Background: an optimization exercise with open tools, aiming at small area and a short achievable clock period. Do not read the settings as production practice. Only simulation tests tie the RTL to the original design; equivalence was not proved. Power is estimated from default activity; no workload was simulated.

Setup of main:
Design branch_predictor, start of the top module:
module branch_predictor
#(
  parameter int XLEN     = bp_pkg::XLEN,
  parameter int IDX_BITS = bp_pkg::IDX_BITS
)
(
  input  logic                clk,
  input  logic                rst,
  input  logic                f_valid,
  input  logic [XLEN-1:0]     f_pc,
  output logic                p_valid,
  output logic                p_taken,
  output logic [XLEN-1:0]     p_target,
  input  logic                r_valid,
  input  logic                r_is_branch,
  input  logic [XLEN-1:0]     r_pc,
  input  logic                r_taken,
  input  logic [XLEN-1:0]     r_target,
  input  logic                r_pred_taken,
  input  logic [XLEN-1:0]     r_pred_target,
  output logic                mispredict,
  output logic [XLEN-1:0]     redirect_pc
  ,
  output logic [31:0]         stat_branches,
  output logic [31:0]         stat_mispredicts
);
For scale: about 15000 cells after synthesis, about 270 I/O pins.
Settings: LEC_CHECK=0, CAP_MARGIN=20, CORE_MARGIN=2, CORE_UTILIZATION=50, CTS_CLUSTER_DIAMETER=80, CTS_CLUSTER_SIZE=24, SETUP_SLACK_MARGIN=2.6, SLEW_MARGIN=20, SYNTH_HIERARCHICAL=1; clock period 5.2 ns.
run.sh (not shown) runs the stock make flow with config.mk's settings and CLKGATE_MAP_FILE= SYNTH_SCRIPT=/design/flow/synth_recipe.tcl, a recipe that flattens the netlist after the stock synthesis.
> inputs changed (main -> the feature branch)
--- a/flow/design.v
+++ b/flow/design.v
@@ -74,15 +74,13 @@
   assign r_idx = bp_pkg::bp_index(r_pc);
   assign f_tag = bp_pkg::bp_tag(f_pc);
   assign r_tag = bp_pkg::bp_tag(r_pc);
   logic [ENTRIES-1:0]  f_sel_d;
   bp_dec #(.N(IDX_BITS)) u_fdec (.idx(f_idx), .sel(f_sel));
   bp_dec #(.N(IDX_BITS)) u_fdec_d (.idx(f_idx), .sel(f_sel_d));
-  logic [ENTRIES-1:0]  r_sel_w;
   bp_dec #(.N(IDX_BITS)) u_rdec (.idx(r_idx), .sel(r_sel));
-  bp_dec #(.N(IDX_BITS)) u_rdec_w (.idx(r_idx), .sel(r_sel_w));
   logic [ENTRIES-1:0]      e_hit;
   logic [ENTRIES*XLEN-1:0] f_rows_d;
   logic                    fe_hit_n;
   logic [XLEN-1:0]         fe_tgt, fe_tgt_n;
   for (genvar i = 0; i < ENTRIES; i++) begin : g_cam
     bp_cam u (.tag(tag_q[i]), .ftag(f_tag), .v(valid_q[i]), .c1(ctr_q[i][1]), .hit(e_hit[i]));
@@ -125,24 +123,17 @@
   bp_dec #(.N(IDX_BITS)) u_pdec (.idx(pq_idx), .sel(pq_sel));
   logic       f_byp, r_byp, f_taken, upd, wr_all;
   logic [1:0] r_ctr;
   assign f_byp   = pq_wr && (f_idx == pq_idx);
   assign r_byp   = pq_wr && (r_idx == pq_idx);
   assign r_ctr   = r_byp ? pq_ctr_new : re_ctr;
-  localparam int NTK = 4;
-  logic         f_bhit;
-  logic [NTK:0] f_tk;
-  assign f_bhit = (f_tag == rq_rtag) && pq_ctr_new[1];
-  for (genvar k = 0; k <= NTK; k++) begin : g_ftk
-    bp_tk u (.v(f_valid), .byp(f_byp), .bhit(f_bhit), .hit_n(fe_hit_n), .tk(f_tk[k]));
-  end
-  assign f_taken = f_tk[0];
+  assign f_taken = f_valid && (f_byp ? ((f_tag == rq_rtag) && pq_ctr_new[1]) : ~fe_hit_n);
   assign upd    = r_valid && r_is_branch;
   assign wr_all = upd && r_taken;            
   logic [ENTRIES-1:0] e_en, e_en_n, c_en, c_en_n;
-  bp_wen #(.N(ENTRIES)) u_ewen (.sel(r_sel_w),  .wr(wr_all), .en(e_en), .en_n(e_en_n));
+  bp_wen #(.N(ENTRIES)) u_ewen (.sel(r_sel),  .wr(wr_all), .en(e_en), .en_n(e_en_n));
   bp_wen #(.N(ENTRIES)) u_cwen (.sel(pq_sel), .wr(pq_wr),  .en(c_en), .en_n(c_en_n));
   logic [EW-1:0] e_nxt [ENTRIES];
   logic [1:0]    c_nxt [ENTRIES];
   for (genvar i = 0; i < ENTRIES; i++) begin : g_row
     bp_upd #(.W(EW)) u_e (.en(e_en[i]), .en_n(e_en_n[i]), .d({r_tag, r_target}),
                           .q({tag_q[i], tgt_q[i]}), .nxt(e_nxt[i]));
@@ -183,17 +174,12 @@
       end else begin
         mp_d = r_pred_taken;
       end
     end
   end
   logic [XLEN-1:0] p_tgt_q;
-  logic [NTK-1:0]  p_tk_q;
-  always_ff @(posedge clk or posedge rst) begin
-    if (rst) p_tk_q <= '0;
-    else     p_tk_q <= f_tk[NTK:1];
-  end
   always_ff @(posedge clk or posedge rst) begin
     if (rst) begin
       p_valid     <= 1'b0;
       p_taken     <= 1'b0;
       mispredict  <= 1'b0;
       redirect_pc <= '0;
@@ -203,15 +189,13 @@
       mispredict  <= mp_d;
       redirect_pc <= mp_d ? redir_d : '0;
     end
   end
   always_ff @(posedge clk)
     p_tgt_q <= fe_tgt;
-  for (genvar k = 0; k < NTK; k++) begin : g_ptgt
-    assign p_target[k*XLEN/NTK +: XLEN/NTK] = p_tgt_q[k*XLEN/NTK +: XLEN/NTK] & {(XLEN/NTK){p_tk_q[k]}};
-  end
+  assign p_target = p_tgt_q & {XLEN{p_taken}};
   always_ff @(posedge clk or posedge rst) begin
     if (rst) begin
       stat_branches    <= '0;
       stat_mispredicts <= '0;
     end else begin
       if (upd && (stat_branches != 32'hFFFF_FFFF))
@@ -286,15 +270,12 @@
   end
   for (genvar i = 0; i < 2; i++) begin : g_w
     bp_nor3 u (.a(y[3*i]), .b(y[3*i+1]), .c(y[3*i+2]), .z(w[i]));
   end
   bp_and4 u_h (.a(w[0]), .b(w[1]), .c(v), .d(c1), .z(hit));
 endmodule
-module bp_tk (input logic v, byp, bhit, hit_n, output logic tk);
-  assign tk = v & (byp ? bhit : ~hit_n);
-endmodule
 module bp_and4 (input logic a, b, c, d, output logic z);
   assign z = a & b & c & d;
 endmodule
 module bp_xnor2 (input logic a, b, output logic z);
   assign z = ~(a ^ b);
 endmodule
==> run notes <==
- The flow did not stop early for the feature branch: all stages ran, and the layout cleared the timing, design-rule and antenna checks.
- The feature branch vs. main: clock sink total barely changed; fraction of standard cell area that is sequential rose 1.3 points; sequential cell fraction of total power climbed 0.7 points.
- Against main, maximum VDD drop in the feature branch came out better.
- From main to the feature branch the numbers moved as follows: delay of the slowest critical-path stage grew by 0.07 ns; clock-buffer cell count shrank by 3; cell count shrank by 1.9%; clock latency reported for the late side of the worst-skew pair shrank by 0.02 ns; growth of design area from synthesis to finish shrank by 3.1 points.
- On layout buffer count excluding clock buffers: the feature branch sits below main.

[what the ideal ports hide]
The results above use ideal ports. As a check the final layouts listed here were re-extracted and re-timed, cells and wires unchanged.
Step 1, drivers: a clkbuf_16 drives clk and a buf_2 each remaining input, both assumed.
Step 2 adds t to the input delays and takes it off the output delays; t is the mean of the earliest and latest rising clock arrival at the registers after step 1. Input paths then give back, and output paths get back, about the clock's delay inside the block.
Three values: no drivers, after step 1, after step 2; two values: the first two.
run	shift t [ns]	setup WS [ns]	worst setup path after step 2	worst slew at a driven data input, ns	pins driven straight from the clock port
main	1.082	2.354 / 2.232 / 1.313	input to register	0.28	1
the feature branch	1.057	1.924 / 1.820 / 1.470	input to register	0.15	1
After both steps every run listed still meets setup and hold. For main, which loses most, drivers alone change the setup slack by -0.122 ns; drivers and shift together by -1.041 ns.
